This design comes from an exercise in tuning for small area and a short achievable clock period on the open sky130 flow, not from production work.
In this exercise RTL edits were held to simulation tests only and were not proved equivalent to the original.

==> flow/design.v, too long to show whole: its modules and the start of the top module <==
// module simple_ntt_core: 906 lines
// module ntt_fa: 4 lines
// module ntt_ha: 4 lines
module simple_ntt_core #(
  parameter int data_width      = 32,
  parameter int max_buffer_size = 4,
  parameter int modulus         = 3329,
  parameter int root            = 1729
) (
  input  logic                               clk,
  input  logic                               reset,
  input  logic [data_width-1:0]              input_buffer0,
  input  logic [data_width-1:0]              input_buffer1,
  input  logic [data_width-1:0]              input_buffer2,
  input  logic [data_width-1:0]              input_buffer3,
  input  logic [$clog2(max_buffer_size)-1:0] index,
  output logic [data_width-1:0]              output_buffer
);
  // ...
==> flow/flow/run.sh <==
#!/bin/bash
# The standard layout (standard.sh), except that the port buffers are
# made from the smallest buffer cell and the constant outputs share one tie cell.
export BUFFER_PORTS_ARGS="-buffer_cell sky130_fd_sc_hd__buf_1"
export SKIP_REPAIR_TIE_FANOUT=1
bash standard.sh > standard.log 2>&1
==> flow/standard.sh <==
#!/bin/bash
# synth_recipe.tcl (not shown) runs the flow's synth.tcl, then flattens the netlist and writes it again
# the make line also repeats each setting of config.mk as NAME=value (left out here)
make -C /OpenROAD-flow-scripts/flow DESIGN_CONFIG=/design/flow/config.mk WORK_HOME=/design/flow/orfs CLKGATE_MAP_FILE= SYNTH_SCRIPT=/design/flow/synth_recipe.tcl "${@:-finish}"
==> flow/config.mk <==
export PLATFORM = sky130hd
export DESIGN_NAME = simple_ntt_core
export DESIGN_NICKNAME = simple_ntt_core
export VERILOG_FILES = /design/flow/design.v
export SDC_FILE = /design/flow/constraint.sdc
export NUM_CORES = 4
export LEC_CHECK = 0
export CAP_MARGIN = 20
export CORE_MARGIN = 2
export CORE_UTILIZATION = 80
export CTS_BUF_LIST = sky130_fd_sc_hd__clkbuf_8
export PLACE_DENSITY = 0.9
export SLEW_MARGIN = 70
export SYNTH_HIERARCHICAL = 1
export SYNTH_MINIMUM_KEEP_SIZE = 0
==> flow/constraint.sdc <==
create_clock -name core_clock -period 55.0 [get_ports {clk}]
set_input_delay 11.0000 -clock core_clock [delete_from_list [all_inputs] [get_ports {clk}]]
set_output_delay 11.0000 -clock core_clock [all_outputs]
set_load 0.01 [all_outputs]
==> run summary, run 1 <==
* Status: no timing/DRC/antenna violations
* Number of max-capacitance violations reported at 0
* Placed cell count at around 1,000
* Cell with the most instances after synthesis: fa_1
* Post-synthesis net count at approximately 1,200
* Layout multi-input combinational cell count at roughly 590
* Type of element launching the critical path: input port
* Total clock buffers created by CTS at 5
* Total routing resource utilization after global routing at approximately 36%
* Combined area of the multi-input logic cells at ~0.008 mm^2
* Required time at the worst-slack endpoint at about 55 ns
* Number of placement rows at 40
* Non-clock buffering overhead at roughly 5.7%
* Highest-count cells in the layout ignoring fill and taps: fa_1 (279), buf_1 (142), inv_1 (85)
* Clock buf count at 5
* Adder-Cell Fraction of Synth Area at 63.39%
* EDFF count, synth at 0
* Pin count of the biggest net entering global routing at a little under 70
* Post-placement setup slack at slightly below 40 ns
* CP delay by family, top: adder cells
* Post-CTS setup buffer count at 0
* Aggregate global routing overflow at 0
* Routed vias/inst at 5.807
* Area growth syn-to-layout at 6.720%
* Antenna violations before repair at 0
* Detailed-routed wire length on met3 at 1505 um
* Core Util, Final at about 88%
* Sinks on the clock net at 56
* Combined buffer and inverter count along the critical path at 1
* Number of cells on the critical path at 12
* Filler Cells Inserted at 554
* Most used standard cells in the synthesized netlist: fa_1 (281), inv_1 (85), xor2_1 (71)
* Max Transition Viols Final at 0
* Crit path arrival time at about 16 ns
* Uppermost metal layer occupied by signal nets: met4
* Finished Cell Area at roughly 0.011 mm^2
* Slowest stage cell, crit path: fa_1
* Router iterations before antenna repair at 5
* Met2 track demand over resource at roughly two thirds
==> module simple_ntt_core, before the edit <==
module simple_ntt_core #(
  parameter int data_width      = 32,
  parameter int max_buffer_size = 4,
  parameter int modulus         = 3329,
  parameter int root            = 1729
) (
  input  logic                               clk,
  input  logic                               reset,
  input  logic [data_width-1:0]              input_buffer0,
  input  logic [data_width-1:0]              input_buffer1,
  input  logic [data_width-1:0]              input_buffer2,
  input  logic [data_width-1:0]              input_buffer3,
  input  logic [$clog2(max_buffer_size)-1:0] index,
  output logic [data_width-1:0]              output_buffer
);
  logic [19:0] rs;
  logic [19:0] rt;
  logic [1:0] k_r;
  logic v_r;
  wire k0x = index[0];
  wire x1 = input_buffer2[0] ^ k0x;
  wire x2 = input_buffer2[1] ^ k0x;
  wire x3 = input_buffer2[2] ^ k0x;
  wire x4 = input_buffer2[3] ^ k0x;
  wire x5 = input_buffer2[4] ^ k0x;
  wire x6 = input_buffer2[5] ^ k0x;
  wire x7 = input_buffer2[6] ^ k0x;
  wire x8 = input_buffer2[7] ^ k0x;
  wire x9 = input_buffer2[8] ^ k0x;
  wire x10 = input_buffer2[9] ^ k0x;
  wire x11 = input_buffer2[10] ^ k0x;
  wire x12 = input_buffer2[11] ^ k0x;
  wire x13 = input_buffer2[12] ^ k0x;
  wire x14 = input_buffer2[13] ^ k0x;
  wire x15 = input_buffer2[14] ^ k0x;
  wire x16 = input_buffer2[15] ^ k0x;
  wire x17 = input_buffer2[16] ^ k0x;
  wire x18 = input_buffer2[17] ^ k0x;
  wire x19 = input_buffer2[18] ^ k0x;
  wire x20 = input_buffer2[19] ^ k0x;
  wire x21 = input_buffer2[20] ^ k0x;
  wire x22 = input_buffer2[21] ^ k0x;
  wire x23 = input_buffer2[22] ^ k0x;
  wire x24 = input_buffer2[23] ^ k0x;
  wire x25 = input_buffer2[24] ^ k0x;
  wire x26 = input_buffer2[25] ^ k0x;
  wire x27 = input_buffer2[26] ^ k0x;
  wire x28 = input_buffer2[27] ^ k0x;
  wire x29 = input_buffer2[28] ^ k0x;
  wire x30 = input_buffer2[29] ^ k0x;
  wire x31 = input_buffer2[30] ^ k0x;
  wire x32 = input_buffer2[31] ^ k0x;
  wire s33, c33;
  ntt_ha u33 (.a(input_buffer0[10]), .b(x11), .s(s33), .co(c33));
  wire s34, c34;
  ntt_fa u34 (.a(input_buffer0[11]), .b(x12), .c(c33), .s(s34), .co(c34));
  wire s35, c35;
  ntt_fa u35 (.a(input_buffer0[12]), .b(x13), .c(c34), .s(s35), .co(c35));
  wire s36, c36;
  ntt_fa u36 (.a(input_buffer0[13]), .b(x14), .c(c35), .s(s36), .co(c36));
  wire s37, c37;
  ntt_fa u37 (.a(input_buffer0[14]), .b(x15), .c(c36), .s(s37), .co(c37));
  wire s38, c38;
  ntt_ha u38 (.a(input_buffer0[15]), .b(x16), .s(s38), .co(c38));
  wire s39, c39;
  ntt_fa u39 (.a(input_buffer0[16]), .b(x17), .c(c38), .s(s39), .co(c39));
  wire s40, c40;
  ntt_fa u40 (.a(input_buffer0[17]), .b(x18), .c(c39), .s(s40), .co(c40));
  wire s41, c41;
  ntt_fa u41 (.a(input_buffer0[18]), .b(x19), .c(c40), .s(s41), .co(c41));
  wire s42, c42;
  ntt_fa u42 (.a(input_buffer0[19]), .b(x20), .c(c41), .s(s42), .co(c42));
  wire s43, c43;
  ntt_ha u43 (.a(input_buffer0[20]), .b(x21), .s(s43), .co(c43));
  wire s44, c44;
  ntt_fa u44 (.a(input_buffer0[21]), .b(x22), .c(c43), .s(s44), .co(c44));
  wire s45, c45;
  ntt_fa u45 (.a(input_buffer0[22]), .b(x23), .c(c44), .s(s45), .co(c45));
  wire s46, c46;
  ntt_fa u46 (.a(input_buffer0[23]), .b(x24), .c(c45), .s(s46), .co(c46));
  wire s47, c47;
  ntt_fa u47 (.a(input_buffer0[24]), .b(x25), .c(c46), .s(s47), .co(c47));
  wire s48, c48;
  ntt_ha u48 (.a(input_buffer0[25]), .b(x26), .s(s48), .co(c48));
  wire s49, c49;
  ntt_fa u49 (.a(input_buffer0[26]), .b(x27), .c(c48), .s(s49), .co(c49));
  wire s50, c50;
  ntt_fa u50 (.a(input_buffer0[27]), .b(x28), .c(c49), .s(s50), .co(c50));
  wire s51, c51;
  ntt_fa u51 (.a(input_buffer0[28]), .b(x29), .c(c50), .s(s51), .co(c51));
  wire s52, c52;
  ntt_fa u52 (.a(input_buffer0[29]), .b(x30), .c(c51), .s(s52), .co(c52));
  wire s53, c53;
  ntt_ha u53 (.a(input_buffer0[30]), .b(x31), .s(s53), .co(c53));
  wire s54, c54;
  ntt_fa u54 (.a(input_buffer0[31]), .b(x32), .c(c53), .s(s54), .co(c54));
  wire s55, c55;
  ntt_fa u55 (.a(input_buffer0[0]), .b(k0x), .c(x1), .s(s55), .co(c55));
  wire s56, c56;
  ntt_fa u56 (.a(s43), .b(s55), .c(s49), .s(s56), .co(c56));
  wire i57 = ~s35;
  wire s58, c58;
  ntt_fa u58 (.a(i57), .b(s56), .c(s41), .s(s58), .co(c58));
  wire s59, c59;
  ntt_fa u59 (.a(c42), .b(s52), .c(s58), .s(s59), .co(c59));
  wire s60, c60;
  ntt_fa u60 (.a(input_buffer0[1]), .b(x2), .c(s53), .s(s60), .co(c60));
  wire s61, c61;
  ntt_fa u61 (.a(c55), .b(s44), .c(s60), .s(s61), .co(c61));
  wire i62 = ~s38;
  wire s63, c63;
  ntt_fa u63 (.a(i62), .b(s50), .c(c56), .s(s63), .co(c63));
  wire i64 = ~s36;
  wire s65, c65;
  ntt_fa u65 (.a(s61), .b(i64), .c(s63), .s(s65), .co(c65));
  wire s66, c66;
  ntt_fa u66 (.a(c52), .b(s42), .c(c58), .s(s66), .co(c66));
  wire s67, c67;
  ntt_fa u67 (.a(s65), .b(c59), .c(s66), .s(s67), .co(c67));
  wire s68, c68;
  ntt_fa u68 (.a(input_buffer0[2]), .b(x3), .c(s43), .s(s68), .co(c68));
  wire s69, c69;
  ntt_fa u69 (.a(s54), .b(c60), .c(s68), .s(s69), .co(c69));
  wire s70, c70;
  ntt_fa u70 (.a(s45), .b(c61), .c(s69), .s(s70), .co(c70));
  wire i71 = ~s39;
  wire s72, c72;
  ntt_fa u72 (.a(i71), .b(s51), .c(c63), .s(s72), .co(c72));
  wire s73, c73;
  ntt_fa u73 (.a(s70), .b(c42), .c(c65), .s(s73), .co(c73));
  wire i74 = ~s37;
  wire s75, c75;
  ntt_fa u75 (.a(i74), .b(s72), .c(c66), .s(s75), .co(c75));
  wire s76, c76;
  ntt_ha u76 (.a(s73), .b(c67), .s(s76), .co(c76));
  wire s77, c77;
  ntt_fa u77 (.a(input_buffer0[3]), .b(x4), .c(i62), .s(s77), .co(c77));
  wire s78, c78;
  ntt_fa u78 (.a(c54), .b(s44), .c(c68), .s(s78), .co(c78));
  wire s79, c79;
  ntt_fa u79 (.a(s77), .b(s78), .c(c69), .s(s79), .co(c79));
  wire s80, c80;
  ntt_fa u80 (.a(s46), .b(c70), .c(s79), .s(s80), .co(c80));
  wire i81 = ~s52;
  wire s82, c82;
  ntt_fa u82 (.a(s40), .b(c37), .c(i81), .s(s82), .co(c82));
  wire s83, c83;
  ntt_fa u83 (.a(c72), .b(s80), .c(c73), .s(s83), .co(c83));
  wire s84, c84;
  ntt_fa u84 (.a(c75), .b(s83), .c(c76), .s(s84), .co(c84));
  wire s85, c85;
  ntt_fa u85 (.a(input_buffer0[4]), .b(x5), .c(s53), .s(s85), .co(c85));
  wire s86, c86;
  ntt_fa u86 (.a(i71), .b(c77), .c(s85), .s(s86), .co(c86));
  wire s87, c87;
  ntt_fa u87 (.a(s45), .b(c78), .c(s86), .s(s87), .co(c87));
  wire s88, c88;
  ntt_fa u88 (.a(c79), .b(s87), .c(c52), .s(s88), .co(c88));
  wire i89 = ~s41;
  wire s90, c90;
  ntt_fa u90 (.a(i89), .b(s47), .c(c80), .s(s90), .co(c90));
  wire i91 = ~c82;
  wire s92, c92;
  ntt_fa u92 (.a(s88), .b(i91), .c(s90), .s(s92), .co(c92));
  wire s93, c93;
  ntt_ha u93 (.a(c83), .b(s92), .s(s93), .co(c93));
  wire s94, c94;
  ntt_fa u94 (.a(input_buffer0[5]), .b(x6), .c(s48), .s(s94), .co(c94));
  wire s95, c95;
  ntt_fa u95 (.a(s54), .b(c85), .c(s94), .s(s95), .co(c95));
  wire i96 = ~s40;
  wire s97, c97;
  ntt_fa u97 (.a(i96), .b(c86), .c(s95), .s(s97), .co(c97));
  wire s98, c98;
  ntt_fa u98 (.a(s46), .b(c87), .c(s97), .s(s98), .co(c98));
  wire s99, c99;
  ntt_fa u99 (.a(c47), .b(c88), .c(s98), .s(s99), .co(c99));
  wire i100 = ~s42;
  wire s101, c101;
  ntt_fa u101 (.a(i100), .b(c90), .c(s99), .s(s101), .co(c101));
  wire s102, c102;
  ntt_ha u102 (.a(c92), .b(s101), .s(s102), .co(c102));
  wire i103 = ~s43;
  wire s104, c104;
  ntt_fa u104 (.a(input_buffer0[6]), .b(x7), .c(i103), .s(s104), .co(c104));
  wire s105, c105;
  ntt_fa u105 (.a(c54), .b(s49), .c(c94), .s(s105), .co(c105));
  wire s106, c106;
  ntt_fa u106 (.a(s104), .b(s105), .c(c95), .s(s106), .co(c106));
  wire s107, c107;
  ntt_fa u107 (.a(i89), .b(c97), .c(s106), .s(s107), .co(c107));
  wire s108, c108;
  ntt_fa u108 (.a(s47), .b(c98), .c(s107), .s(s108), .co(c108));
  wire i109 = ~c42;
  wire s110, c110;
  ntt_fa u110 (.a(i109), .b(c99), .c(s108), .s(s110), .co(c110));
  wire s111, c111;
  ntt_ha u111 (.a(s110), .b(c101), .s(s111), .co(c111));
  wire s112, c112;
  ntt_fa u112 (.a(input_buffer0[7]), .b(x8), .c(s48), .s(s112), .co(c112));
  wire i113 = ~s44;
  wire s114, c114;
  ntt_fa u114 (.a(i113), .b(c104), .c(s112), .s(s114), .co(c114));
  wire s115, c115;
  ntt_fa u115 (.a(s50), .b(c105), .c(s114), .s(s115), .co(c115));
  wire s116, c116;
  ntt_fa u116 (.a(c106), .b(s115), .c(c47), .s(s116), .co(c116));
  wire s117, c117;
  ntt_fa u117 (.a(i100), .b(c107), .c(s116), .s(s117), .co(c117));
  wire s118, c118;
  ntt_fa u118 (.a(c108), .b(s117), .c(c110), .s(s118), .co(c118));
  wire s119, c119;
  ntt_fa u119 (.a(input_buffer0[8]), .b(x9), .c(c112), .s(s119), .co(c119));
  wire i120 = ~s119;
  wire s121, c121;
  ntt_fa u121 (.a(s35), .b(s45), .c(i120), .s(s121), .co(c121));
  wire s122, c122;
  ntt_fa u122 (.a(c114), .b(s41), .c(s51), .s(s122), .co(c122));
  wire s123, c123;
  ntt_fa u123 (.a(s121), .b(s37), .c(s52), .s(s123), .co(c123));
  wire s124, c124;
  ntt_fa u124 (.a(c115), .b(s122), .c(c116), .s(s124), .co(c124));
  wire i125 = ~s123;
  wire s126, c126;
  ntt_fa u126 (.a(i125), .b(c117), .c(s124), .s(s126), .co(c126));
  wire s127, c127;
  ntt_fa u127 (.a(input_buffer0[9]), .b(x10), .c(i62), .s(s127), .co(c127));
  wire i128 = ~s127;
  wire s129, c129;
  ntt_fa u129 (.a(s53), .b(s49), .c(i128), .s(s129), .co(c129));
  wire s130, c130;
  ntt_fa u130 (.a(s129), .b(s36), .c(s46), .s(s130), .co(c130));
  wire s131, c131;
  ntt_fa u131 (.a(c119), .b(s42), .c(c122), .s(s131), .co(c131));
  wire s132, c132;
  ntt_fa u132 (.a(c121), .b(c37), .c(c52), .s(s132), .co(c132));
  wire s133, c133;
  ntt_fa u133 (.a(s130), .b(c123), .c(s132), .s(s133), .co(c133));
  wire i134 = ~s133;
  wire s135, c135;
  ntt_fa u135 (.a(s131), .b(c124), .c(i134), .s(s135), .co(c135));
  wire i136 = ~s33;
  wire s137, c137;
  ntt_fa u137 (.a(i136), .b(s39), .c(s54), .s(s137), .co(c137));
  wire i138 = ~s50;
  wire s139, c139;
  ntt_fa u139 (.a(c127), .b(s35), .c(i138), .s(s139), .co(c139));
  wire s140, c140;
  ntt_fa u140 (.a(s137), .b(c129), .c(s41), .s(s140), .co(c140));
  wire s141, c141;
  ntt_fa u141 (.a(s47), .b(c130), .c(s140), .s(s141), .co(c141));
  wire i142 = ~c132;
  wire s143, c143;
  ntt_fa u143 (.a(s139), .b(i142), .c(c131), .s(s143), .co(c143));
  wire i144 = ~s143;
  wire s145, c145;
  ntt_fa u145 (.a(s141), .b(c133), .c(i144), .s(s145), .co(c145));
  wire i146 = ~s34;
  wire s147, c147;
  ntt_fa u147 (.a(s48), .b(c54), .c(i146), .s(s147), .co(c147));
  wire s148, c148;
  ntt_fa u148 (.a(s40), .b(c137), .c(s147), .s(s148), .co(c148));
  wire i149 = ~s51;
  wire s150, c150;
  ntt_fa u150 (.a(s36), .b(i149), .c(c139), .s(s150), .co(c150));
  wire s151, c151;
  ntt_fa u151 (.a(s148), .b(c47), .c(s42), .s(s151), .co(c151));
  wire s152, c152;
  ntt_fa u152 (.a(c140), .b(c141), .c(s151), .s(s152), .co(c152));
  wire i153 = ~s152;
  wire s154, c154;
  ntt_fa u154 (.a(s150), .b(c143), .c(i153), .s(s154), .co(c154));
  wire i155 = ~c150;
  wire s156, c156;
  ntt_fa u156 (.a(c147), .b(c148), .c(i155), .s(s156), .co(c156));
  wire s157, c157;
  ntt_fa u157 (.a(c151), .b(s156), .c(c152), .s(s157), .co(c157));
  wire s158 = s37 ^ s59;
  wire c159 = ~s37 & s59;
  wire i160 = ~c37;
  wire s161, c161;
  ntt_fa u161 (.a(i160), .b(s67), .c(c159), .s(s161), .co(c161));
  wire s162, c162;
  ntt_fa u162 (.a(s75), .b(s76), .c(c161), .s(s162), .co(c162));
  wire i163 = ~s82;
  wire s164, c164;
  ntt_fa u164 (.a(i163), .b(s84), .c(c162), .s(s164), .co(c164));
  wire s165, c165;
  ntt_ha u165 (.a(c84), .b(s93), .s(s165), .co(c165));
  wire s166, c166;
  ntt_fa u166 (.a(c93), .b(s102), .c(c165), .s(s166), .co(c166));
  wire s167, c167;
  ntt_ha u167 (.a(c102), .b(s111), .s(s167), .co(c167));
  wire s168, c168;
  ntt_fa u168 (.a(c111), .b(s118), .c(c167), .s(s168), .co(c168));
  wire s169, c169;
  ntt_ha u169 (.a(c118), .b(s126), .s(s169), .co(c169));
  wire s170, c170;
  ntt_fa u170 (.a(c126), .b(s135), .c(c169), .s(s170), .co(c170));
  wire s171 = c135 ^ s145;
  wire c172 = c135 & ~s145;
  wire i173 = ~c145;
  wire s174, c174;
  ntt_fa u174 (.a(i173), .b(s154), .c(c172), .s(s174), .co(c174));
  wire s175 = c154 ^ s157;
  wire c176 = c154 & ~s157;
  wire i177 = ~c176;
  wire s178, c178;
  ntt_fa u178 (.a(c156), .b(c157), .c(i177), .s(s178), .co(c178));
  wire x179 = input_buffer3[0] ^ k0x;
  wire x180 = input_buffer3[1] ^ k0x;
  wire x181 = input_buffer3[2] ^ k0x;
  wire x182 = input_buffer3[3] ^ k0x;
  wire x183 = input_buffer3[4] ^ k0x;
  wire x184 = input_buffer3[5] ^ k0x;
  wire x185 = input_buffer3[6] ^ k0x;
  wire x186 = input_buffer3[7] ^ k0x;
  wire x187 = input_buffer3[8] ^ k0x;
  wire x188 = input_buffer3[9] ^ k0x;
  wire x189 = input_buffer3[10] ^ k0x;
  wire x190 = input_buffer3[11] ^ k0x;
  wire x191 = input_buffer3[12] ^ k0x;
  wire x192 = input_buffer3[13] ^ k0x;
  wire x193 = input_buffer3[14] ^ k0x;
  wire x194 = input_buffer3[15] ^ k0x;
  wire x195 = input_buffer3[16] ^ k0x;
  wire x196 = input_buffer3[17] ^ k0x;
  wire x197 = input_buffer3[18] ^ k0x;
  wire x198 = input_buffer3[19] ^ k0x;
  wire x199 = input_buffer3[20] ^ k0x;
  wire x200 = input_buffer3[21] ^ k0x;
  wire x201 = input_buffer3[22] ^ k0x;
  wire x202 = input_buffer3[23] ^ k0x;
  wire x203 = input_buffer3[24] ^ k0x;
  wire x204 = input_buffer3[25] ^ k0x;
  wire x205 = input_buffer3[26] ^ k0x;
  wire x206 = input_buffer3[27] ^ k0x;
  wire x207 = input_buffer3[28] ^ k0x;
  wire x208 = input_buffer3[29] ^ k0x;
  wire x209 = input_buffer3[30] ^ k0x;
  wire x210 = input_buffer3[31] ^ k0x;
  wire s211, c211;
  ntt_ha u211 (.a(input_buffer1[10]), .b(x189), .s(s211), .co(c211));
  wire s212, c212;
  ntt_fa u212 (.a(input_buffer1[11]), .b(x190), .c(c211), .s(s212), .co(c212));
  wire s213, c213;
  ntt_fa u213 (.a(input_buffer1[12]), .b(x191), .c(c212), .s(s213), .co(c213));
  wire s214, c214;
  ntt_fa u214 (.a(input_buffer1[13]), .b(x192), .c(c213), .s(s214), .co(c214));
  wire s215, c215;
  ntt_fa u215 (.a(input_buffer1[14]), .b(x193), .c(c214), .s(s215), .co(c215));
  wire s216, c216;
  ntt_ha u216 (.a(input_buffer1[15]), .b(x194), .s(s216), .co(c216));
  wire s217, c217;
  ntt_fa u217 (.a(input_buffer1[16]), .b(x195), .c(c216), .s(s217), .co(c217));
  wire s218, c218;
  ntt_fa u218 (.a(input_buffer1[17]), .b(x196), .c(c217), .s(s218), .co(c218));
  wire s219, c219;
  ntt_fa u219 (.a(input_buffer1[18]), .b(x197), .c(c218), .s(s219), .co(c219));
  wire s220, c220;
  ntt_fa u220 (.a(input_buffer1[19]), .b(x198), .c(c219), .s(s220), .co(c220));
  wire s221, c221;
  ntt_ha u221 (.a(input_buffer1[20]), .b(x199), .s(s221), .co(c221));
  wire s222, c222;
  ntt_fa u222 (.a(input_buffer1[21]), .b(x200), .c(c221), .s(s222), .co(c222));
  wire s223, c223;
  ntt_fa u223 (.a(input_buffer1[22]), .b(x201), .c(c222), .s(s223), .co(c223));
  wire s224, c224;
  ntt_fa u224 (.a(input_buffer1[23]), .b(x202), .c(c223), .s(s224), .co(c224));
  wire s225, c225;
  ntt_fa u225 (.a(input_buffer1[24]), .b(x203), .c(c224), .s(s225), .co(c225));
  wire s226, c226;
  ntt_ha u226 (.a(input_buffer1[25]), .b(x204), .s(s226), .co(c226));
  wire s227, c227;
  ntt_fa u227 (.a(input_buffer1[26]), .b(x205), .c(c226), .s(s227), .co(c227));
  wire s228, c228;
  ntt_fa u228 (.a(input_buffer1[27]), .b(x206), .c(c227), .s(s228), .co(c228));
  wire s229, c229;
  ntt_fa u229 (.a(input_buffer1[28]), .b(x207), .c(c228), .s(s229), .co(c229));
  wire s230, c230;
  ntt_fa u230 (.a(input_buffer1[29]), .b(x208), .c(c229), .s(s230), .co(c230));
  wire s231, c231;
  ntt_ha u231 (.a(input_buffer1[30]), .b(x209), .s(s231), .co(c231));
  wire s232, c232;
  ntt_fa u232 (.a(input_buffer1[31]), .b(x210), .c(c231), .s(s232), .co(c232));
  wire s233, c233;
  ntt_fa u233 (.a(input_buffer1[0]), .b(k0x), .c(x179), .s(s233), .co(c233));
  wire s234, c234;
  ntt_fa u234 (.a(s221), .b(s233), .c(s227), .s(s234), .co(c234));
  wire i235 = ~s213;
  wire s236, c236;
  ntt_fa u236 (.a(i235), .b(s234), .c(s219), .s(s236), .co(c236));
  wire s237, c237;
  ntt_fa u237 (.a(c220), .b(s230), .c(s236), .s(s237), .co(c237));
  wire s238, c238;
  ntt_fa u238 (.a(input_buffer1[1]), .b(x180), .c(s231), .s(s238), .co(c238));
  wire s239, c239;
  ntt_fa u239 (.a(c233), .b(s222), .c(s238), .s(s239), .co(c239));
  wire i240 = ~s216;
  wire s241, c241;
  ntt_fa u241 (.a(i240), .b(s228), .c(c234), .s(s241), .co(c241));
  wire i242 = ~s214;
  wire s243, c243;
  ntt_fa u243 (.a(s239), .b(i242), .c(s241), .s(s243), .co(c243));
  wire s244, c244;
  ntt_fa u244 (.a(c230), .b(s220), .c(c236), .s(s244), .co(c244));
  wire s245, c245;
  ntt_fa u245 (.a(s243), .b(c237), .c(s244), .s(s245), .co(c245));
  wire s246, c246;
  ntt_fa u246 (.a(input_buffer1[2]), .b(x181), .c(s221), .s(s246), .co(c246));
  wire s247, c247;
  ntt_fa u247 (.a(s232), .b(c238), .c(s246), .s(s247), .co(c247));
  wire s248, c248;
  ntt_fa u248 (.a(s223), .b(c239), .c(s247), .s(s248), .co(c248));
  wire i249 = ~s217;
  wire s250, c250;
  ntt_fa u250 (.a(i249), .b(s229), .c(c241), .s(s250), .co(c250));
  wire s251, c251;
  ntt_fa u251 (.a(s248), .b(c220), .c(c243), .s(s251), .co(c251));
  wire i252 = ~s215;
  wire s253, c253;
  ntt_fa u253 (.a(i252), .b(s250), .c(c244), .s(s253), .co(c253));
  wire s254, c254;
  ntt_ha u254 (.a(s251), .b(c245), .s(s254), .co(c254));
  wire s255, c255;
  ntt_fa u255 (.a(input_buffer1[3]), .b(x182), .c(i240), .s(s255), .co(c255));
  wire s256, c256;
  ntt_fa u256 (.a(c232), .b(s222), .c(c246), .s(s256), .co(c256));
  wire s257, c257;
  ntt_fa u257 (.a(s255), .b(s256), .c(c247), .s(s257), .co(c257));
  wire s258, c258;
  ntt_fa u258 (.a(s224), .b(c248), .c(s257), .s(s258), .co(c258));
  wire i259 = ~s230;
  wire s260, c260;
  ntt_fa u260 (.a(s218), .b(c215), .c(i259), .s(s260), .co(c260));
  wire s261, c261;
  ntt_fa u261 (.a(c250), .b(s258), .c(c251), .s(s261), .co(c261));
  wire s262, c262;
  ntt_fa u262 (.a(c253), .b(s261), .c(c254), .s(s262), .co(c262));
  wire s263, c263;
  ntt_fa u263 (.a(input_buffer1[4]), .b(x183), .c(s231), .s(s263), .co(c263));
  wire s264, c264;
  ntt_fa u264 (.a(i249), .b(c255), .c(s263), .s(s264), .co(c264));
  wire s265, c265;
  ntt_fa u265 (.a(s223), .b(c256), .c(s264), .s(s265), .co(c265));
  wire s266, c266;
  ntt_fa u266 (.a(c257), .b(s265), .c(c230), .s(s266), .co(c266));
  wire i267 = ~s219;
  wire s268, c268;
  ntt_fa u268 (.a(i267), .b(s225), .c(c258), .s(s268), .co(c268));
  wire i269 = ~c260;
  wire s270, c270;
  ntt_fa u270 (.a(s266), .b(i269), .c(s268), .s(s270), .co(c270));
  wire s271, c271;
  ntt_ha u271 (.a(c261), .b(s270), .s(s271), .co(c271));
  wire s272, c272;
  ntt_fa u272 (.a(input_buffer1[5]), .b(x184), .c(s226), .s(s272), .co(c272));
  wire s273, c273;
  ntt_fa u273 (.a(s232), .b(c263), .c(s272), .s(s273), .co(c273));
  wire i274 = ~s218;
  wire s275, c275;
  ntt_fa u275 (.a(i274), .b(c264), .c(s273), .s(s275), .co(c275));
  wire s276, c276;
  ntt_fa u276 (.a(s224), .b(c265), .c(s275), .s(s276), .co(c276));
  wire s277, c277;
  ntt_fa u277 (.a(c225), .b(c266), .c(s276), .s(s277), .co(c277));
  wire i278 = ~s220;
  wire s279, c279;
  ntt_fa u279 (.a(i278), .b(c268), .c(s277), .s(s279), .co(c279));
  wire s280, c280;
  ntt_ha u280 (.a(c270), .b(s279), .s(s280), .co(c280));
  wire i281 = ~s221;
  wire s282, c282;
  ntt_fa u282 (.a(input_buffer1[6]), .b(x185), .c(i281), .s(s282), .co(c282));
  wire s283, c283;
  ntt_fa u283 (.a(c232), .b(s227), .c(c272), .s(s283), .co(c283));
  wire s284, c284;
  ntt_fa u284 (.a(s282), .b(s283), .c(c273), .s(s284), .co(c284));
  wire s285, c285;
  ntt_fa u285 (.a(i267), .b(c275), .c(s284), .s(s285), .co(c285));
  wire s286, c286;
  ntt_fa u286 (.a(s225), .b(c276), .c(s285), .s(s286), .co(c286));
  wire i287 = ~c220;
  wire s288, c288;
  ntt_fa u288 (.a(i287), .b(c277), .c(s286), .s(s288), .co(c288));
  wire s289, c289;
  ntt_ha u289 (.a(s288), .b(c279), .s(s289), .co(c289));
  wire s290, c290;
  ntt_fa u290 (.a(input_buffer1[7]), .b(x186), .c(s226), .s(s290), .co(c290));
  wire i291 = ~s222;
  wire s292, c292;
  ntt_fa u292 (.a(i291), .b(c282), .c(s290), .s(s292), .co(c292));
  wire s293, c293;
  ntt_fa u293 (.a(s228), .b(c283), .c(s292), .s(s293), .co(c293));
  wire s294, c294;
  ntt_fa u294 (.a(c284), .b(s293), .c(c225), .s(s294), .co(c294));
  wire s295, c295;
  ntt_fa u295 (.a(i278), .b(c285), .c(s294), .s(s295), .co(c295));
  wire s296, c296;
  ntt_fa u296 (.a(c286), .b(s295), .c(c288), .s(s296), .co(c296));
  wire s297, c297;
  ntt_fa u297 (.a(input_buffer1[8]), .b(x187), .c(c290), .s(s297), .co(c297));
  wire i298 = ~s297;
  wire s299, c299;
  ntt_fa u299 (.a(s213), .b(s223), .c(i298), .s(s299), .co(c299));
  wire s300, c300;
  ntt_fa u300 (.a(c292), .b(s219), .c(s229), .s(s300), .co(c300));
  wire s301, c301;
  ntt_fa u301 (.a(s299), .b(s215), .c(s230), .s(s301), .co(c301));
  wire s302, c302;
  ntt_fa u302 (.a(c293), .b(s300), .c(c294), .s(s302), .co(c302));
  wire i303 = ~s301;
  wire s304, c304;
  ntt_fa u304 (.a(i303), .b(c295), .c(s302), .s(s304), .co(c304));
  wire s305, c305;
  ntt_fa u305 (.a(input_buffer1[9]), .b(x188), .c(i240), .s(s305), .co(c305));
  wire i306 = ~s305;
  wire s307, c307;
  ntt_fa u307 (.a(s231), .b(s227), .c(i306), .s(s307), .co(c307));
  wire s308, c308;
  ntt_fa u308 (.a(s307), .b(s214), .c(s224), .s(s308), .co(c308));
  wire s309, c309;
  ntt_fa u309 (.a(c297), .b(s220), .c(c300), .s(s309), .co(c309));
  wire s310, c310;
  ntt_fa u310 (.a(c299), .b(c215), .c(c230), .s(s310), .co(c310));
  wire s311, c311;
  ntt_fa u311 (.a(s308), .b(c301), .c(s310), .s(s311), .co(c311));
  wire i312 = ~s311;
  wire s313, c313;
  ntt_fa u313 (.a(s309), .b(c302), .c(i312), .s(s313), .co(c313));
  wire i314 = ~s211;
  wire s315, c315;
  ntt_fa u315 (.a(i314), .b(s217), .c(s232), .s(s315), .co(c315));
  wire i316 = ~s228;
  wire s317, c317;
  ntt_fa u317 (.a(c305), .b(s213), .c(i316), .s(s317), .co(c317));
  wire s318, c318;
  ntt_fa u318 (.a(s315), .b(c307), .c(s219), .s(s318), .co(c318));
  wire s319, c319;
  ntt_fa u319 (.a(s225), .b(c308), .c(s318), .s(s319), .co(c319));
  wire i320 = ~c310;
  wire s321, c321;
  ntt_fa u321 (.a(s317), .b(i320), .c(c309), .s(s321), .co(c321));
  wire i322 = ~s321;
  wire s323, c323;
  ntt_fa u323 (.a(s319), .b(c311), .c(i322), .s(s323), .co(c323));
  wire i324 = ~s212;
  wire s325, c325;
  ntt_fa u325 (.a(s226), .b(c232), .c(i324), .s(s325), .co(c325));
  wire s326, c326;
  ntt_fa u326 (.a(s218), .b(c315), .c(s325), .s(s326), .co(c326));
  wire i327 = ~s229;
  wire s328, c328;
  ntt_fa u328 (.a(s214), .b(i327), .c(c317), .s(s328), .co(c328));
  wire s329, c329;
  ntt_fa u329 (.a(s326), .b(c225), .c(s220), .s(s329), .co(c329));
  wire s330, c330;
  ntt_fa u330 (.a(c318), .b(c319), .c(s329), .s(s330), .co(c330));
  wire i331 = ~s330;
  wire s332, c332;
  ntt_fa u332 (.a(s328), .b(c321), .c(i331), .s(s332), .co(c332));
  wire i333 = ~c328;
  wire s334, c334;
  ntt_fa u334 (.a(c325), .b(c326), .c(i333), .s(s334), .co(c334));
  wire s335, c335;
  ntt_fa u335 (.a(c329), .b(s334), .c(c330), .s(s335), .co(c335));
  wire s336 = s215 ^ s237;
  wire c337 = ~s215 & s237;
  wire i338 = ~c215;
  wire s339, c339;
  ntt_fa u339 (.a(i338), .b(s245), .c(c337), .s(s339), .co(c339));
  wire s340, c340;
  ntt_fa u340 (.a(s253), .b(s254), .c(c339), .s(s340), .co(c340));
  wire i341 = ~s260;
  wire s342, c342;
  ntt_fa u342 (.a(i341), .b(s262), .c(c340), .s(s342), .co(c342));
  wire s343, c343;
  ntt_ha u343 (.a(c262), .b(s271), .s(s343), .co(c343));
  wire s344, c344;
  ntt_fa u344 (.a(c271), .b(s280), .c(c343), .s(s344), .co(c344));
  wire s345, c345;
  ntt_ha u345 (.a(c280), .b(s289), .s(s345), .co(c345));
  wire s346, c346;
  ntt_fa u346 (.a(c289), .b(s296), .c(c345), .s(s346), .co(c346));
  wire s347, c347;
  ntt_ha u347 (.a(c296), .b(s304), .s(s347), .co(c347));
  wire s348, c348;
  ntt_fa u348 (.a(c304), .b(s313), .c(c347), .s(s348), .co(c348));
  wire s349 = c313 ^ s323;
  wire c350 = c313 & ~s323;
  wire i351 = ~c323;
  wire s352, c352;
  ntt_fa u352 (.a(i351), .b(s332), .c(c350), .s(s352), .co(c352));
  wire s353 = c332 ^ s335;
  wire c354 = c332 & ~s335;
  wire i355 = ~c354;
  wire s356, c356;
  ntt_fa u356 (.a(c334), .b(c335), .c(i355), .s(s356), .co(c356));
  always_ff @(posedge clk) begin
    rs <= {c178, s178, s175, c174, s174, s171, c170, s170, s169, c168, s168, s167, c166, s166, s165, c164, s164, s162, s161, s158};
    rt <= {c356, s356, s353, c352, s352, s349, c348, s348, s347, c346, s346, s345, c344, s344, s343, c342, s342, s340, s339, s336};
    k_r <= index;
  end
  always_ff @(posedge clk or posedge reset) begin
    if (reset) v_r <= 1'b0;
    else       v_r <= 1'b1;
  end
  wire m357 = (k_r[1] ? (k_r[0] ? ~rt[1] : rt[0]) : (k_r[0] ? rt[1] : ~rt[0]));
  wire m358 = (k_r[1] ? (k_r[0] ? rt[10] : ~rt[19]) : (k_r[0] ? ~rt[10] : rt[19]));
  wire m359 = (k_r[1] ? (k_r[0] ? rt[11] : 1'b0) : (k_r[0] ? ~rt[11] : 1'b0));
  wire m360 = (k_r[1] ? (k_r[0] ? ~rt[2] : ~rt[1]) : (k_r[0] ? rt[2] : rt[1]));
  wire m361 = (k_r[1] ? (k_r[0] ? rt[9] : ~rt[18]) : (k_r[0] ? ~rt[9] : rt[18]));
  wire m362 = (k_r[1] ? (k_r[0] ? rt[12] : 1'b0) : (k_r[0] ? ~rt[12] : 1'b0));
  wire m363 = (k_r[1] ? (k_r[0] ? rt[19] : 1'b0) : (k_r[0] ? ~rt[19] : 1'b0));
  wire m364 = (k_r[1] ? (k_r[0] ? ~rt[3] : ~rt[2]) : (k_r[0] ? rt[3] : rt[2]));
  wire m365 = (k_r[1] ? (k_r[0] ? rt[10] : ~rt[19]) : (k_r[0] ? ~rt[10] : rt[19]));
  wire m366 = (k_r[1] ? (k_r[0] ? rt[11] : 1'b0) : (k_r[0] ? ~rt[11] : 1'b0));
  wire m367 = (k_r[1] ? (k_r[0] ? rt[13] : 1'b0) : (k_r[0] ? ~rt[13] : 1'b0));
  wire m368 = (k_r[1] ? (k_r[0] ? ~rt[14] : 1'b0) : (k_r[0] ? rt[14] : 1'b0));
  wire m369 = (k_r[1] ? (k_r[0] ? ~rt[4] : ~rt[3]) : (k_r[0] ? rt[4] : rt[3]));
  wire m370 = (k_r[1] ? (k_r[0] ? ~rt[5] : 1'b0) : (k_r[0] ? rt[5] : 1'b0));
  wire m371 = (k_r[1] ? (k_r[0] ? rt[12] : 1'b0) : (k_r[0] ? ~rt[12] : 1'b0));
  wire m372 = (k_r[1] ? (k_r[0] ? rt[15] : 1'b0) : (k_r[0] ? ~rt[15] : 1'b0));
  wire m373 = (k_r[1] ? (k_r[0] ? ~rt[6] : ~rt[4]) : (k_r[0] ? rt[6] : rt[4]));
  wire m374 = (k_r[1] ? (k_r[0] ? rt[13] : ~rt[5]) : (k_r[0] ? ~rt[13] : rt[5]));
  wire m375 = (k_r[1] ? (k_r[0] ? ~rt[14] : 1'b0) : (k_r[0] ? rt[14] : 1'b0));
  wire m376 = (k_r[1] ? (k_r[0] ? rt[16] : 1'b0) : (k_r[0] ? ~rt[16] : 1'b0));
  wire m377 = (k_r[1] ? (k_r[0] ? ~rt[17] : 1'b0) : (k_r[0] ? rt[17] : 1'b0));
  wire m378 = (k_r[1] ? (k_r[0] ? ~rt[7] : ~rt[6]) : (k_r[0] ? rt[7] : rt[6]));
  wire m379 = (k_r[1] ? (k_r[0] ? ~rt[8] : 1'b0) : (k_r[0] ? rt[8] : 1'b0));
  wire m380 = (k_r[1] ? (k_r[0] ? rt[15] : 1'b0) : (k_r[0] ? ~rt[15] : 1'b0));
  wire m381 = (k_r[1] ? (k_r[0] ? ~rt[18] : 1'b0) : (k_r[0] ? rt[18] : 1'b0));
  wire m382 = (k_r[1] ? (k_r[0] ? ~rt[0] : ~rt[7]) : (k_r[0] ? rt[0] : rt[7]));
  wire m383 = (k_r[1] ? (k_r[0] ? ~rt[9] : ~rt[8]) : (k_r[0] ? rt[9] : rt[8]));
  wire m384 = (k_r[1] ? (k_r[0] ? rt[16] : 1'b0) : (k_r[0] ? ~rt[16] : 1'b0));
  wire m385 = (k_r[1] ? (k_r[0] ? ~rt[17] : 1'b0) : (k_r[0] ? rt[17] : 1'b0));
  wire m386 = (k_r[1] ? (k_r[0] ? ~rt[19] : 1'b0) : (k_r[0] ? rt[19] : 1'b0));
  wire m387 = (k_r[1] ? (k_r[0] ? ~rt[1] : ~rt[9]) : (k_r[0] ? rt[1] : rt[9]));
  wire m388 = (k_r[1] ? (k_r[0] ? rt[10] : 1'b0) : (k_r[0] ? ~rt[10] : 1'b0));
  wire m389 = (k_r[1] ? (k_r[0] ? rt[11] : 1'b0) : (k_r[0] ? ~rt[11] : 1'b0));
  wire m390 = (k_r[1] ? (k_r[0] ? ~rt[18] : 1'b0) : (k_r[0] ? rt[18] : 1'b0));
  wire m391 = (k_r[1] ? (k_r[0] ? rt[19] : ~rt[19]) : (k_r[0] ? ~rt[19] : rt[19]));
  wire m392 = (k_r[1] ? (k_r[0] ? ~rt[2] : ~rt[10]) : (k_r[0] ? rt[2] : rt[10]));
  wire m393 = (k_r[1] ? (k_r[0] ? rt[12] : ~rt[11]) : (k_r[0] ? ~rt[12] : rt[11]));
  wire m394 = (k_r[1] ? (k_r[0] ? rt[0] : ~rt[12]) : (k_r[0] ? ~rt[0] : rt[12]));
  wire m395 = (k_r[1] ? (k_r[0] ? ~rt[3] : ~rt[18]) : (k_r[0] ? rt[3] : rt[18]));
  wire m396 = (k_r[1] ? (k_r[0] ? rt[9] : 1'b0) : (k_r[0] ? ~rt[9] : 1'b0));
  wire m397 = (k_r[1] ? (k_r[0] ? rt[13] : 1'b0) : (k_r[0] ? ~rt[13] : 1'b0));
  wire m398 = (k_r[1] ? (k_r[0] ? ~rt[14] : 1'b0) : (k_r[0] ? rt[14] : 1'b0));
  wire m399 = (k_r[1] ? (k_r[0] ? ~rt[4] : ~rt[13]) : (k_r[0] ? rt[4] : rt[13]));
  wire m400 = (k_r[1] ? (k_r[0] ? ~rt[5] : rt[14]) : (k_r[0] ? rt[5] : ~rt[14]));
  wire m401 = (k_r[1] ? (k_r[0] ? rt[15] : 1'b0) : (k_r[0] ? ~rt[15] : 1'b0));
  wire m402 = (k_r[1] ? (k_r[0] ? ~rt[0] : ~rt[15]) : (k_r[0] ? rt[0] : rt[15]));
  wire m403 = (k_r[1] ? (k_r[0] ? ~rt[6] : rt[18]) : (k_r[0] ? rt[6] : ~rt[18]));
  wire m404 = (k_r[1] ? (k_r[0] ? ~rt[9] : 1'b0) : (k_r[0] ? rt[9] : 1'b0));
  wire m405 = (k_r[1] ? (k_r[0] ? rt[16] : 1'b0) : (k_r[0] ? ~rt[16] : 1'b0));
  wire m406 = (k_r[1] ? (k_r[0] ? ~rt[17] : 1'b0) : (k_r[0] ? rt[17] : 1'b0));
  wire m407 = (k_r[1] ? (k_r[0] ? ~rt[19] : 1'b0) : (k_r[0] ? rt[19] : 1'b0));
  wire m408 = (k_r[1] ? (k_r[0] ? ~rt[7] : ~rt[16]) : (k_r[0] ? rt[7] : rt[16]));
  wire m409 = (k_r[1] ? (k_r[0] ? ~rt[8] : rt[17]) : (k_r[0] ? rt[8] : ~rt[17]));
  wire m410 = (k_r[1] ? (k_r[0] ? ~rt[18] : 1'b0) : (k_r[0] ? rt[18] : 1'b0));
  wire kc411 = (k_r[1] ? (k_r[0] ? 1'b0 : 1'b1) : (k_r[0] ? 1'b0 : 1'b1));
  wire kc412 = (k_r[1] ? (k_r[0] ? 1'b0 : 1'b1) : (k_r[0] ? 1'b1 : 1'b0));
  wire kc413 = (k_r[1] ? (k_r[0] ? 1'b1 : 1'b1) : (k_r[0] ? 1'b1 : 1'b0));
  wire kc414 = (k_r[1] ? (k_r[0] ? 1'b0 : 1'b1) : (k_r[0] ? 1'b0 : 1'b0));
  wire kc415 = (k_r[1] ? (k_r[0] ? 1'b0 : 1'b0) : (k_r[0] ? 1'b1 : 1'b1));
  wire kc416 = (k_r[1] ? (k_r[0] ? 1'b0 : 1'b1) : (k_r[0] ? 1'b0 : 1'b1));
  wire kc417 = (k_r[1] ? (k_r[0] ? 1'b0 : 1'b0) : (k_r[0] ? 1'b0 : 1'b1));
  wire kc418 = (k_r[1] ? (k_r[0] ? 1'b0 : 1'b1) : (k_r[0] ? 1'b1 : 1'b0));
  wire kc419 = (k_r[1] ? (k_r[0] ? 1'b0 : 1'b0) : (k_r[0] ? 1'b1 : 1'b0));
  wire kc420 = (k_r[1] ? (k_r[0] ? 1'b1 : 1'b0) : (k_r[0] ? 1'b0 : 1'b1));
  wire kc421 = (k_r[1] ? (k_r[0] ? 1'b0 : 1'b0) : (k_r[0] ? 1'b0 : 1'b1));
  wire i422 = ~rs[0];
  wire s423, c423;
  ntt_fa u423 (.a(i422), .b(rs[19]), .c(kc411), .s(s423), .co(c423));
  wire s424, c424;
  ntt_fa u424 (.a(m357), .b(m358), .c(m359), .s(s424), .co(c424));
  wire s425, c425;
  ntt_fa u425 (.a(rs[1]), .b(rs[18]), .c(kc412), .s(s425), .co(c425));
  wire s426, c426;
  ntt_fa u426 (.a(m360), .b(m361), .c(m362), .s(s426), .co(c426));
  wire s427, c427;
  ntt_fa u427 (.a(m363), .b(c423), .c(s425), .s(s427), .co(c427));
  wire s428, c428;
  ntt_ha u428 (.a(c424), .b(s426), .s(s428), .co(c428));
  wire s429, c429;
  ntt_fa u429 (.a(rs[2]), .b(rs[19]), .c(kc413), .s(s429), .co(c429));
  wire s430, c430;
  ntt_fa u430 (.a(m364), .b(m365), .c(m366), .s(s430), .co(c430));
  wire s431, c431;
  ntt_fa u431 (.a(m367), .b(m368), .c(c425), .s(s431), .co(c431));
  wire s432, c432;
  ntt_fa u432 (.a(s429), .b(c426), .c(s430), .s(s432), .co(c432));
  wire s433, c433;
  ntt_fa u433 (.a(c428), .b(c427), .c(s431), .s(s433), .co(c433));
  wire s434, c434;
  ntt_fa u434 (.a(rs[3]), .b(kc414), .c(m369), .s(s434), .co(c434));
  wire s435, c435;
  ntt_fa u435 (.a(m370), .b(m371), .c(m372), .s(s435), .co(c435));
  wire s436, c436;
  ntt_fa u436 (.a(c429), .b(c430), .c(s434), .s(s436), .co(c436));
  wire s437, c437;
  ntt_fa u437 (.a(s435), .b(c431), .c(c432), .s(s437), .co(c437));
  wire s438, c438;
  ntt_ha u438 (.a(s436), .b(c433), .s(s438), .co(c438));
  wire s439, c439;
  ntt_fa u439 (.a(rs[4]), .b(rs[5]), .c(kc415), .s(s439), .co(c439));
  wire s440, c440;
  ntt_fa u440 (.a(m373), .b(m374), .c(m375), .s(s440), .co(c440));
  wire s441, c441;
  ntt_fa u441 (.a(m376), .b(m377), .c(s439), .s(s441), .co(c441));
  wire s442, c442;
  ntt_fa u442 (.a(c434), .b(c435), .c(s440), .s(s442), .co(c442));
  wire s443, c443;
  ntt_fa u443 (.a(s441), .b(c436), .c(s442), .s(s443), .co(c443));
  wire s444, c444;
  ntt_ha u444 (.a(c437), .b(c438), .s(s444), .co(c444));
  wire s445, c445;
  ntt_fa u445 (.a(rs[6]), .b(kc416), .c(m378), .s(s445), .co(c445));
  wire s446, c446;
  ntt_fa u446 (.a(m379), .b(m380), .c(m381), .s(s446), .co(c446));
  wire s447, c447;
  ntt_fa u447 (.a(c439), .b(c440), .c(s445), .s(s447), .co(c447));
  wire s448, c448;
  ntt_fa u448 (.a(s446), .b(c441), .c(c442), .s(s448), .co(c448));
  wire s449, c449;
  ntt_fa u449 (.a(s447), .b(s448), .c(c443), .s(s449), .co(c449));
  wire s450, c450;
  ntt_fa u450 (.a(rs[7]), .b(rs[8]), .c(kc417), .s(s450), .co(c450));
  wire s451, c451;
  ntt_fa u451 (.a(m382), .b(m383), .c(m384), .s(s451), .co(c451));
  wire s452, c452;
  ntt_fa u452 (.a(m385), .b(m386), .c(s450), .s(s452), .co(c452));
  wire s453, c453;
  ntt_fa u453 (.a(c445), .b(c446), .c(s451), .s(s453), .co(c453));
  wire s454, c454;
  ntt_fa u454 (.a(s452), .b(c447), .c(s453), .s(s454), .co(c454));
  wire s455, c455;
  ntt_ha u455 (.a(c448), .b(s454), .s(s455), .co(c455));
  wire s456, c456;
  ntt_fa u456 (.a(rs[9]), .b(kc418), .c(m387), .s(s456), .co(c456));
  wire s457, c457;
  ntt_fa u457 (.a(m388), .b(m389), .c(m390), .s(s457), .co(c457));
  wire s458, c458;
  ntt_fa u458 (.a(c450), .b(c451), .c(s456), .s(s458), .co(c458));
  wire s459, c459;
  ntt_fa u459 (.a(s457), .b(c452), .c(c453), .s(s459), .co(c459));
  wire s460, c460;
  ntt_fa u460 (.a(s458), .b(s459), .c(c454), .s(s460), .co(c460));
  wire s461, c461;
  ntt_fa u461 (.a(rs[10]), .b(rs[11]), .c(rs[19]), .s(s461), .co(c461));
  wire s462, c462;
  ntt_fa u462 (.a(m391), .b(m392), .c(m393), .s(s462), .co(c462));
  wire s463, c463;
  ntt_fa u463 (.a(s461), .b(c456), .c(c457), .s(s463), .co(c463));
  wire s464, c464;
  ntt_fa u464 (.a(s462), .b(c458), .c(s463), .s(s464), .co(c464));
  wire s465, c465;
  ntt_ha u465 (.a(c459), .b(s464), .s(s465), .co(c465));
  wire s466, c466;
  ntt_fa u466 (.a(rs[12]), .b(rs[18]), .c(kc419), .s(s466), .co(c466));
  wire s467, c467;
  ntt_fa u467 (.a(c461), .b(m394), .c(m395), .s(s467), .co(c467));
  wire s468, c468;
  ntt_fa u468 (.a(m396), .b(m397), .c(m398), .s(s468), .co(c468));
  wire s469, c469;
  ntt_fa u469 (.a(s466), .b(c462), .c(s467), .s(s469), .co(c469));
  wire s470, c470;
  ntt_fa u470 (.a(s468), .b(c463), .c(s469), .s(s470), .co(c470));
  wire s471, c471;
  ntt_ha u471 (.a(c464), .b(s470), .s(s471), .co(c471));
  wire i472 = ~rs[14];
  wire s473, c473;
  ntt_fa u473 (.a(rs[13]), .b(i472), .c(kc420), .s(s473), .co(c473));
  wire s474, c474;
  ntt_fa u474 (.a(m399), .b(m400), .c(m401), .s(s474), .co(c474));
  wire s475, c475;
  ntt_fa u475 (.a(c466), .b(s473), .c(c467), .s(s475), .co(c475));
  wire s476, c476;
  ntt_fa u476 (.a(c468), .b(s474), .c(c469), .s(s476), .co(c476));
  wire s477, c477;
  ntt_fa u477 (.a(s475), .b(s476), .c(c470), .s(s477), .co(c477));
  wire i478 = ~rs[18];
  wire s479, c479;
  ntt_fa u479 (.a(rs[15]), .b(i478), .c(kc421), .s(s479), .co(c479));
  wire s480, c480;
  ntt_fa u480 (.a(m402), .b(m403), .c(m404), .s(s480), .co(c480));
  wire s481, c481;
  ntt_fa u481 (.a(m405), .b(m406), .c(m407), .s(s481), .co(c481));
  wire s482, c482;
  ntt_fa u482 (.a(c473), .b(s479), .c(c474), .s(s482), .co(c482));
  wire s483, c483;
  ntt_fa u483 (.a(s480), .b(s481), .c(c475), .s(s483), .co(c483));
  wire s484, c484;
  ntt_fa u484 (.a(s482), .b(c476), .c(s483), .s(s484), .co(c484));
  wire s485, c485;
  ntt_fa u485 (.a(rs[16]), .b(m408), .c(m409), .s(s485), .co(c485));
  wire i486 = ~rs[17];
  wire s487, c487;
  ntt_fa u487 (.a(i486), .b(m410), .c(c479), .s(s487), .co(c487));
  wire s488, c488;
  ntt_fa u488 (.a(c480), .b(c481), .c(s485), .s(s488), .co(c488));
  wire s489, c489;
  ntt_fa u489 (.a(s487), .b(c482), .c(s488), .s(s489), .co(c489));
  wire s490, c490;
  ntt_ha u490 (.a(c483), .b(s489), .s(s490), .co(c490));
  wire s491, c491;
  ntt_fa u491 (.a(c485), .b(c487), .c(c488), .s(s491), .co(c491));
  wire s492, c492;
  ntt_ha u492 (.a(s491), .b(c489), .s(s492), .co(c492));
  wire s493, c493;
  ntt_ha u493 (.a(s423), .b(s424), .s(s493), .co(c493));
  wire s494, c494;
  ntt_fa u494 (.a(s427), .b(s428), .c(c493), .s(s494), .co(c494));
  wire s495, c495;
  ntt_fa u495 (.a(s432), .b(s433), .c(c494), .s(s495), .co(c495));
  wire s496, c496;
  ntt_fa u496 (.a(s437), .b(s438), .c(c495), .s(s496), .co(c496));
  wire s497, c497;
  ntt_fa u497 (.a(s443), .b(s444), .c(c496), .s(s497), .co(c497));
  wire s498, c498;
  ntt_fa u498 (.a(c444), .b(s449), .c(c497), .s(s498), .co(c498));
  wire s499, c499;
  ntt_fa u499 (.a(c449), .b(s455), .c(c498), .s(s499), .co(c499));
  wire s500, c500;
  ntt_fa u500 (.a(c455), .b(s460), .c(c499), .s(s500), .co(c500));
  wire s501, c501;
  ntt_fa u501 (.a(c460), .b(s465), .c(c500), .s(s501), .co(c501));
  wire s502, c502;
  ntt_fa u502 (.a(c465), .b(s471), .c(c501), .s(s502), .co(c502));
  wire s503, c503;
  ntt_fa u503 (.a(c471), .b(s477), .c(c502), .s(s503), .co(c503));
  wire s504, c504;
  ntt_fa u504 (.a(c477), .b(s484), .c(c503), .s(s504), .co(c504));
  wire s505, c505;
  ntt_fa u505 (.a(c484), .b(s490), .c(c504), .s(s505), .co(c505));
  wire s506, c506;
  ntt_fa u506 (.a(c490), .b(s492), .c(c505), .s(s506), .co(c506));
  wire s507, c507;
  ntt_fa u507 (.a(c491), .b(c492), .c(c506), .s(s507), .co(c507));
  wire [4:0] hv508 = {c507, s507, s506, s505, s504};
  logic [11:0] tv;
  always_comb begin
    case (hv508)
      5'd0: tv = 12'd0;
      5'd1: tv = 12'd2048;
      5'd2: tv = 12'd767;
      5'd3: tv = 12'd2815;
      5'd4: tv = 12'd1534;
      5'd5: tv = 12'd253;
      5'd6: tv = 12'd2301;
      5'd7: tv = 12'd1020;
      5'd8: tv = 12'd3068;
      5'd9: tv = 12'd1787;
      5'd10: tv = 12'd506;
      5'd11: tv = 12'd2554;
      5'd12: tv = 12'd1273;
      5'd13: tv = 12'd3321;
      5'd14: tv = 12'd2040;
      5'd15: tv = 12'd759;
      5'd16: tv = 12'd2807;
      5'd17: tv = 12'd1526;
      5'd18: tv = 12'd245;
      5'd19: tv = 12'd2293;
      5'd20: tv = 12'd1012;
      5'd21: tv = 12'd3060;
      5'd22: tv = 12'd1779;
      5'd23: tv = 12'd498;
      5'd24: tv = 12'd2546;
      5'd25: tv = 12'd1265;
      default: tv = 12'd0;
    endcase
  end
  wire s509, c509;
  ntt_ha u509 (.a(s493), .b(tv[0]), .s(s509), .co(c509));
  wire s510, c510;
  ntt_fa u510 (.a(s494), .b(tv[1]), .c(c509), .s(s510), .co(c510));
  wire s511, c511;
  ntt_fa u511 (.a(s495), .b(tv[2]), .c(c510), .s(s511), .co(c511));
  wire s512, c512;
  ntt_fa u512 (.a(s496), .b(tv[3]), .c(c511), .s(s512), .co(c512));
  wire s513, c513;
  ntt_fa u513 (.a(s497), .b(tv[4]), .c(c512), .s(s513), .co(c513));
  wire s514, c514;
  ntt_fa u514 (.a(s498), .b(tv[5]), .c(c513), .s(s514), .co(c514));
  wire s515, c515;
  ntt_fa u515 (.a(s499), .b(tv[6]), .c(c514), .s(s515), .co(c515));
  wire s516, c516;
  ntt_fa u516 (.a(s500), .b(tv[7]), .c(c515), .s(s516), .co(c516));
  wire s517, c517;
  ntt_fa u517 (.a(s501), .b(tv[8]), .c(c516), .s(s517), .co(c517));
  wire s518, c518;
  ntt_fa u518 (.a(s502), .b(tv[9]), .c(c517), .s(s518), .co(c518));
  wire s519, c519;
  ntt_fa u519 (.a(s503), .b(tv[10]), .c(c518), .s(s519), .co(c519));
  wire s520, c520;
  ntt_ha u520 (.a(tv[11]), .b(c519), .s(s520), .co(c520));
  wire [12:0] y521 = {c520, s520, s519, s518, s517, s516, s515, s514, s513, s512, s511, s510, s509};
  logic [12:0] y_r;
  always_ff @(posedge clk or posedge reset) begin
    if (reset) y_r <= '0;
    else       y_r <= y521 & {13{v_r}};
  end
  wire [13:0] yq = {1'b0, y_r} - 14'd3329;
  assign output_buffer = {20'd0, yq[13] ? y_r[11:0] : yq[11:0]};
endmodule
==> run 2, diff against run 1 <==
--- a/flow/design.v
+++ b/flow/design.v
@@ -897,11 +897,12 @@
   ntt_ha u520 (.a(tv[11]), .b(c519), .s(s520), .co(c520));
   wire [12:0] y521 = {c520, s520, s519, s518, s517, s516, s515, s514, s513, s512, s511, s510, s509};
-  logic [12:0] y_r;
+  wire [13:0] yq = {1'b0, y521} - 14'd3329;
+  wire [11:0] res = yq[13] ? y521[11:0] : yq[11:0];
+  logic [11:0] out_r;
   always_ff @(posedge clk or posedge reset) begin
-    if (reset) y_r <= '0;
-    else       y_r <= y521 & {13{v_r}};
+    if (reset) out_r <= 12'd0;
+    else       out_r <= res & {12{v_r}};
   end
-  wire [13:0] yq = {1'b0, y_r} - 14'd3329;
-  assign output_buffer = {20'd0, yq[13] ? y_r[11:0] : yq[11:0]};
+  assign output_buffer = {20'd0, out_r};
 endmodule
 module ntt_fa (input logic a, input logic b, input logic c, output logic s, output logic co);
==> run 2 against run 1 <==
Compared with the run above:
- highest routed layer unchanged
- first-iteration DRC count is 16% higher
- critical path type unchanged
- via count is 0.56% higher
- sequential share of layout area is 0.073 points lower
- non-clock buffer count is 2 lower
==> run summary, run 2 <==
* Status: no timing/DRC/antenna violations
* CTS Buffer Depth at 2
* Total clock buffers created by CTS at 5 (unchanged)
* Max Transition Viols Final at 0 (unchanged)
* Crit path arrival time at 15.90 ns (about the same)
* Crit path cell chain: clkbuf_16 > xor2_1 > ha_1 > fa_1 > fa_1 > fa_1 > fa_1 > fa_1 > fa_1 > fa_1 > fa_1 > fa_1
* Yosys warnings at 7
* Share of layout cells above drive strength 1 at 4.018%
* Top cell type by total area after synthesis: fa_1
* Register clock-pin slew on the reported worst setup and hold paths at approximately 0.090 ns
* Sequential area share after synthesis at 11.82%
* Commonest non-fill, non-tap cell in the layout: fa_1
* Final setup violation count at 0
* Post-synthesis net count at 1,230 (-0.81%)
* Post-DR wirelength/cell at 22.81 um
* Global-route wire length before repair at 36,310 um
* Pin count of the biggest net entering global routing at 68 (unchanged)
* Min Hold Slack at 0.6931 ns
* CTS H-Tree Depth at 2
* Crit Path Category: in -> reg
* Post-CTS setup buffer count at 0 (unchanged)
* Port Buf Inserts at 143
* Worst Hold Path Cells at 1
* Most used cell, CP: fa_1
* Highest-count cells in the layout ignoring fill and taps: fa_1 (279), buf_1 (142), inv_1 (84)
* Top_reg_cell synth: dfxtp_1
* EDFF count, synth at 0 (unchanged)
* Class of the tightest hold or removal check: reg -> reg
* Sinks on the clock net at 55 (-1.8%)
* DR DRC count at 0
* Minimum clock period at 15.72 ns
* DIE AREA at 0.01323 mm^2
* Cell chosen for the clock root: clkbuf_8
* Post-Layout Cell Count at ~1,000
* Nature of the critical path endpoint: flip-flop
* Placed cell count at 1,010 (-3.0%)
* Share of synthesized registers carrying an async set or reset at a little under a quarter
* Antenna violations before repair at 0 (unchanged)
* Setup repair after global routing missed its margin: false
* Aggregate global routing overflow at 0 (unchanged)
* Synth Register Bits at 55
* Hold-fix buffers, CTS at 0
* Most used standard cells in the synthesized netlist: fa_1 (281), inv_1 (86), xor2_1 (70)
* Later-pin clock latency in the skew report at about 0.31 ns
* Detailed Route WL at 23,220 um
* Share of the synthesized area in the top cell type at a little under three fifths
* Final hold violations at 0
* Slowest stage cell, crit path: fa_1
* Weighted congestion reported at the end of routability-driven placement at 0.9656
* Number of cells on the worst reg-to-reg path at 37
* Number of placement rows at 40 (unchanged)
* Vias in the first global route at between 7,000 and 8,000
* Post-place instance area at 0.01042 mm^2
* Total via count in the routed design at just over 6,000
* Skew final at 0.009076 ns
* Type of element launching the critical path: input port
* Number of max-capacitance violations reported at 0 (unchanged)
* Clock tree from TritonCTS: done
* Post-route clock period utilization at around 29%
* Leading registers by flop count: rs x20, rt x20, out_r x12
* Critical Path Max Stage Delay at around 0.65 ns
* Area growth syn-to-layout at 6.876%
* Total routing resource utilization after global routing at 37.81% (+1.7 points)
* Router iterations before antenna repair at 5 (unchanged)
* Dpl hpwl at approximately 21,000 um
* Cell with the most instances after synthesis: fa_1
* Iteration-0 DRC Markers at 453
* Synth area leaders: fa_1 (57%), dfxtp_1 (8.5%), ha_1 (7.1%)
* Critical path fanouts, max at 67
* Finished Cell Area at 0.01054 mm^2 (-1.0%)
* Post-CTS Resized at 0
* Post-detailed-route count of antenna-violating nets at 0
* Summed negative setup slack over all endpoints at 0 ns
* Gate Count Post-Synth at between 700 and 800
* Mapped Area at roughly 0.0099 mm^2
* Syn_area_per_cell at about 13 um^2
* I/O pin cnt at ~160
* Die width at about 120 um
* Routed vias/inst at 6.018 (+3.6%)
* Post-layout nets at around 1,300
* Chip height at around 120 um
* Effective utilization at floorplan at approximately 82%
* Max Fclk at 63.62 MHz
* Required time at the worst-slack endpoint at 55.18 ns (about the same)
* Antenna diode count at 0
* Library cells used by synthesis at 52
* Core footprint at ~0.012 mm^2
[run 2: worst paths after layout]
check / startpoint / endpoint / slack [ns]
worst max-delay path: index[0] / rt[3]$_DFF_P_ / 39.28
worst min-delay path: v_r$_DFF_PP0_ / out_r[6]$_DFF_PP0_ / 0.69
worst max register to register: k_r[0]$_DFF_P_ / out_r[5]$_DFF_PP0_ / 40.36
worst min register to register: v_r$_DFF_PP0_ / out_r[6]$_DFF_PP0_ / 0.69
max in group asynchronous: reset / v_r$_DFF_PP0_ / 44.20
min in group asynchronous: reset / out_r[9]$_DFF_PP0_ / 10.58
[run 2: layer usage]
metal	wire length, um	global-route usage, %
met2	12440	69.57
met1	8095	44.04
met5	0	0
met3	1465	5.430
met4	1218	17.27
[run 2: through the flow]
step	setup WS [ns]	util (%)
after floorplan	39.11	-
after global placement	38.69	86.11
after detailed placement	39.01	86.72
after CTS	39.31	87.61
after global routing	39.18	87.75
final	39.28	87.75
[run 2: cell type report]
| type | count | area (um^2) |
|---|---|---|
| clock buffers | 5 | 68.82 |
| clock inverters | 3 | 38.79 |
| fillers | 566 | 1471 |
| inverters | 88 | 332.8 |
| multi-input cells | 576 | 8155 |
| flip-flops and latches | 55 | 1175 |
| well taps | 147 | 183.9 |
| repair buffers | 144 | 585.6 |
[run 2: cell families after synthesis]
family          Yosys count  synth area share, %
buf+inv                 130                5.823
simple gates             63                3.337
mux                      19                2.220
other cells               2              0.07615
flops                    55                11.82
xor+xnor                103                9.147
fa+ha+maj               337                64.15
compound gates           52                3.426
[run 2: modules after synthesis, one instance, submodules excluded]
module,flip-flops and latches,times used,cells inside
ntt_ha,0,35,1
ntt_fa,0,281,1
simple_ntt_core,55,1,445
[run 2: critical path: cells and delay by family]
| family | cells | cell delay, ns |
|---|---|---|
| adders and majority gates | 10 | 4.38 |
| xor gates and xnor gates | 1 | 0.24 |
| buffers and inverters | 1 | 0.26 |

separate check: timing with driven ports:
In the flow no input, the clock included, has a driving cell. The finished layouts below were timed again as built, in two steps. Step 1 assumes that a clkbuf_16 drives the clock port and a buf_2 every other input. Step 2, shift: input delay + t, output delay - t, t = (earliest + latest rising clock arrival at the registers) / 2. This alone moves slack from input paths to output paths. a / b / c = ideal ports / drivers / drivers and shift; a / b = the first two.
run	t, ns	slack for setup (ns)	hold WS [ns]	worst register clock-pin slew, ns	cell pins on the clock port's net
run 1	0.343	39.283 / 39.274 / 38.931	0.735 / 0.735 / 0.735	0.09 / 0.09	1
run 2	0.340	39.281 / 39.273 / 38.933	0.693 / 0.693 / 0.693	0.09 / 0.09	1
After both steps every run listed still meets setup and hold. For run 1, which loses most, drivers alone change the setup slack by -0.009 ns; drivers and shift together by -0.352 ns.
